Background: an optimization exercise with open tools, aiming at small area, a short achievable clock period and few clock cycles per item. Do not read the settings as production practice. RTL that was checked went through simulation tests only; none was proved equivalent to the original. Power and IR drop assume default switching activity.

Setup of job 101:
// vpu_sp_top
module vpu_sp_top (
  input  logic        clk,
  input  logic        rst_n,
  input  logic        line_start,
  input  logic [7:0]  line_y,
  output logic        busy,
  output logic        line_done,
  output logic        param_req_en,
  output logic [3:0]  param_req_addr,
  input  logic [31:0] param_rdata,
  output logic        tile_req_en,
  output logic [15:0] tile_req_addr,
  input  logic [7:0]  tile_rdata,
  output logic        pal_req_en,
  output logic [9:0]  pal_req_addr,
  input  logic [31:0] pal_rdata,
  output logic        lb_rd_en,
  output logic [7:0]  lb_rd_addr,
  output logic        lb_wr_en,
  output logic [7:0]  lb_wr_addr,
  output logic [31:0] lb_wdata,
  input  logic [31:0] lb_rdata
);
For scale: about 310 flip-flops, about 15000 um2 of cells after synthesis.
clock: 11.0 ns
lec_check: 0
cap_margin: 20
core_margin: 2
core_utilization: 40
cts_buf_list: sky130_fd_sc_hd__clkbuf_8
cts_cluster_diameter: 80
cts_cluster_size: 16
slew_margin: 75
standard.sh (not shown) runs the stock make flow with config.mk's settings and CLKGATE_MAP_FILE= SYNTH_SCRIPT=/design/flow/synth_recipe.tcl, a recipe that flattens the netlist after the stock synthesis.
==> flow/flow/run.sh <==
#!/bin/bash
# The standard layout, except that each port gets the smallest buffer
# (buf_1) instead of the one buffer_ports picks by default.
set -euo pipefail
export BUFFER_PORTS_ARGS="-buffer_cell sky130_fd_sc_hd__buf_1"
bash standard.sh finish > standard_flow.log 2>&1
Changes in job 102 relative to job 101:
- an added ABC_AREA of 1
==> notes.md <==
On non-clock buffer count: job 102 sits below job 101. Relative to job 101, the leakage power summed over all cells of job 102 is higher by about 5%. Combinational power, job 102 and job 101, lower one = job 101. Setup WNS job 101 -> job 102: better. Between job 102 and job 101, the proportion of synthesized chip area in sequential cells figures differ only marginally. Launch point of the critical path = u_sp.k_t[3]: job 102; launch point of the critical path = u_sp.f_req: job 101. Worst clock skew delta (job 102 -> job 101): insignificant. Diff job 101 -> job 102: share of total power in the clock network shows an increase of 1.4 points, area added between synthesis and finish shows an increase of 0.26 points.
No run of this note included a check of the RTL's function; only the layout flow was run.


Another version of the RTL of vpu_sp_top (not shown whole).
For scale: ~1400 cells after synthesis, about 300 flip-flops, roughly 200 I/O pins, about 0.015 mm2 of cells after synthesis.
clock: 11.0 ns
lec_check: 0
abc_area: 1
cap_margin: 20
core_margin: 2
core_utilization: 40
cts_buf_list: sky130_fd_sc_hd__clkbuf_8
cts_cluster_diameter: 80
cts_cluster_size: 16
slew_margin: 85
==> flow/flow/run.sh <==
#!/bin/bash
# The standard layout, except that
#  - each port gets the smallest buffer (buf_1) instead of the one
#    buffer_ports picks by default;
#  - Yosys's synth runs without its internal abc pass (-noabc), so that the
#    adder trees written in the RTL reach extract_fa as written; the final
#    ABC mapping of the flow is unchanged.
set -euo pipefail
export BUFFER_PORTS_ARGS="-buffer_cell sky130_fd_sc_hd__buf_1"
export SYNTH_ARGS="-noabc"
bash standard.sh finish > standard_flow.log 2>&1
Testbench counts at the start, summed over its fixed seeds: cycles 50,398, lines 512.
==> next run, changes <==
- SLEW_MARGIN: 85 -> 20
The changed run produced a clean layout; clock-buffer cell count goes up by 1; clock skew hardly moves; worst setup slack improved by 4.3 ns; global-route usage goes down by 0.24 points; critical path depth goes down by 10; die area is unchanged; utilization goes down by 3.1 points; synthesized cell count is unchanged.


Setup of red:
vpu_sp_top, a different RTL version from the one above (not shown whole).
Size in the first run: roughly 1600 cells after synthesis, ~300 flip-flops, about 200 I/O pins, ~0.015 mm² of cells after synthesis.
clock: 11.0 ns
lec_check: 0
abc_area: 1
cap_margin: 20
core_margin: 2
core_utilization: 40
cts_buf_list: sky130_fd_sc_hd__clkbuf_8
cts_cluster_diameter: 80
cts_cluster_size: 16
slew_margin: 75
==> flow/flow/run.sh <==
#!/bin/bash
# The standard layout, except that each port gets the smallest buffer
# (buf_1) instead of the one buffer_ports picks by default.
set -euo pipefail
export BUFFER_PORTS_ARGS="-buffer_cell sky130_fd_sc_hd__buf_1"
bash standard.sh finish > standard_flow.log 2>&1
Testbench counts of red, summed over its fixed seeds: cycles 50,398, lines 512.
Input changes introduced in blue (baseline for comparison: red):
==> flow/flow/run.sh <==
#!/bin/bash
# The standard layout, except that
#  - each port gets the smallest buffer (buf_1) instead of the one
#    buffer_ports picks by default;
#  - Yosys's synth runs without its internal abc pass (-noabc), so that the
#    adder trees written in the RTL reach extract_fa as written; the final
#    ABC mapping of the flow is unchanged.
set -euo pipefail
export BUFFER_PORTS_ARGS="-buffer_cell sky130_fd_sc_hd__buf_1"
export SYNTH_ARGS="-noabc"
bash standard.sh finish > standard_flow.log 2>&1
### Flow results
- blue gives less non-clock buffer count in the final layout than red did.
- Looking at clock skew, blue sits 0.0034 ns lower than red does.
- Diff blue and red: fraction of power spent switching nets higher in red
- For internal power contribution, blue and red come out practically identical.


Another version of the RTL of vpu_sp_top (not shown whole).
For scale: ~1300 cells after synthesis, about 16000 sq um of cells after synthesis.
export LEC_CHECK = 0
export CAP_MARGIN = 20
export CORE_MARGIN = 2
export CORE_UTILIZATION = 40
export SLEW_MARGIN = 20
create_clock -name core_clock -period 11.0 [get_ports {clk}]
==> flow/flow/run.sh <==
#!/bin/bash
# The standard layout, except that
#  - each port gets the smallest buffer (buf_1) instead of the one
#    buffer_ports picks by default;
#  - Yosys's synth runs without its internal abc pass (-noabc), so that the
#    adder trees written in the RTL reach extract_fa as written; the final
#    ABC mapping of the flow is unchanged.
set -euo pipefail
export BUFFER_PORTS_ARGS="-buffer_cell sky130_fd_sc_hd__buf_1"
export SYNTH_ARGS="-noabc"
bash standard.sh finish > standard_flow.log 2>&1
The starting point passed the timing, design-rule and antenna checks.
Testbench counts at the start, summed over its fixed seeds: cycles 50,366, lines 512.
Then changed:
==> flow/flow/run.sh (replaced) <==
#!/bin/bash
# The standard layout, except that each port gets the smallest buffer
# (buf_1) instead of the one buffer_ports picks by default.
set -euo pipefail
export BUFFER_PORTS_ARGS="-buffer_cell sky130_fd_sc_hd__buf_1"
bash standard.sh finish > standard_flow.log 2>&1
- CTS_BUF_LIST: default -> sky130_fd_sc_hd__clkbuf_4 sky130_fd_sc_hd__clkbuf_8
Final area grows by about 2.5%.
Worst hold slack stays flat.
Sequential power goes down by about 3%.
Power grows by about 0.4%.
Die area goes up by about 2.5%.
Critical path depth rises by 1.
Synthesized area is higher by about 2.6%.
Routed wire length grows by 1.4%.

==> afterwards: timing with drivers on the ports <==
How much do the figures lean on ideal ports? The routed layouts below were timed once more, with nothing changed but the port constraints. Step 1 sets driving cells, clkbuf_16 on the clock port and buf_2 on the other inputs (assumed; they add their load-dependent delay and slew). Step 2, shift: input delay + t, output delay - t, t = (earliest + latest rising clock arrival at the registers) / 2. This alone moves slack from input paths to output paths. Three values: ideal ports, drivers, drivers and shift; two values: the first two.
run | t (ns) | slack for setup (ns) | clock arrival spread, ns | worst register clock-pin slew, ns | worst data-port slew with drivers (ns)
job 101 | 0.659 | 7.473 / 7.422 / 6.906 | 0.021 / 0.020 | 0.11 / 0.11 | 0.08
job 102 | 0.653 | 7.527 / 7.479 / 6.963 | 0.023 / 0.023 | 0.10 / 0.10 | 0.09
the first run of note 2 | 0.629 | 3.023 / 3.023 / 3.023 | 0.017 / 0.017 | 0.11 / 0.11 | 0.09
the second run of note 2 | 0.632 | 7.275 / 7.275 / 7.107 | 0.018 / 0.018 | 0.10 / 0.10 | 0.09
red | 0.637 | 7.542 / 7.500 / 6.977 | 0.037 / 0.037 | 0.11 / 0.11 | 0.10
blue | 0.651 | 7.533 / 7.487 / 7.135 | 0.039 / 0.039 | 0.11 / 0.11 | 0.09
the first run of note 4 | 0.579 | 7.041 / 7.041 / 6.677 | 0.017 / 0.017 | 0.06 / 0.06 | 0.08
the second run of note 4 | 0.664 | 7.246 / 7.246 / 6.665 | 0.026 / 0.026 | 0.07 / 0.07 | 0.07
After both steps setup and hold are still met in every run listed. For the second run of note 4, which loses most, drivers alone change the setup slack by 0.000 ns; drivers and shift together by -0.581 ns.
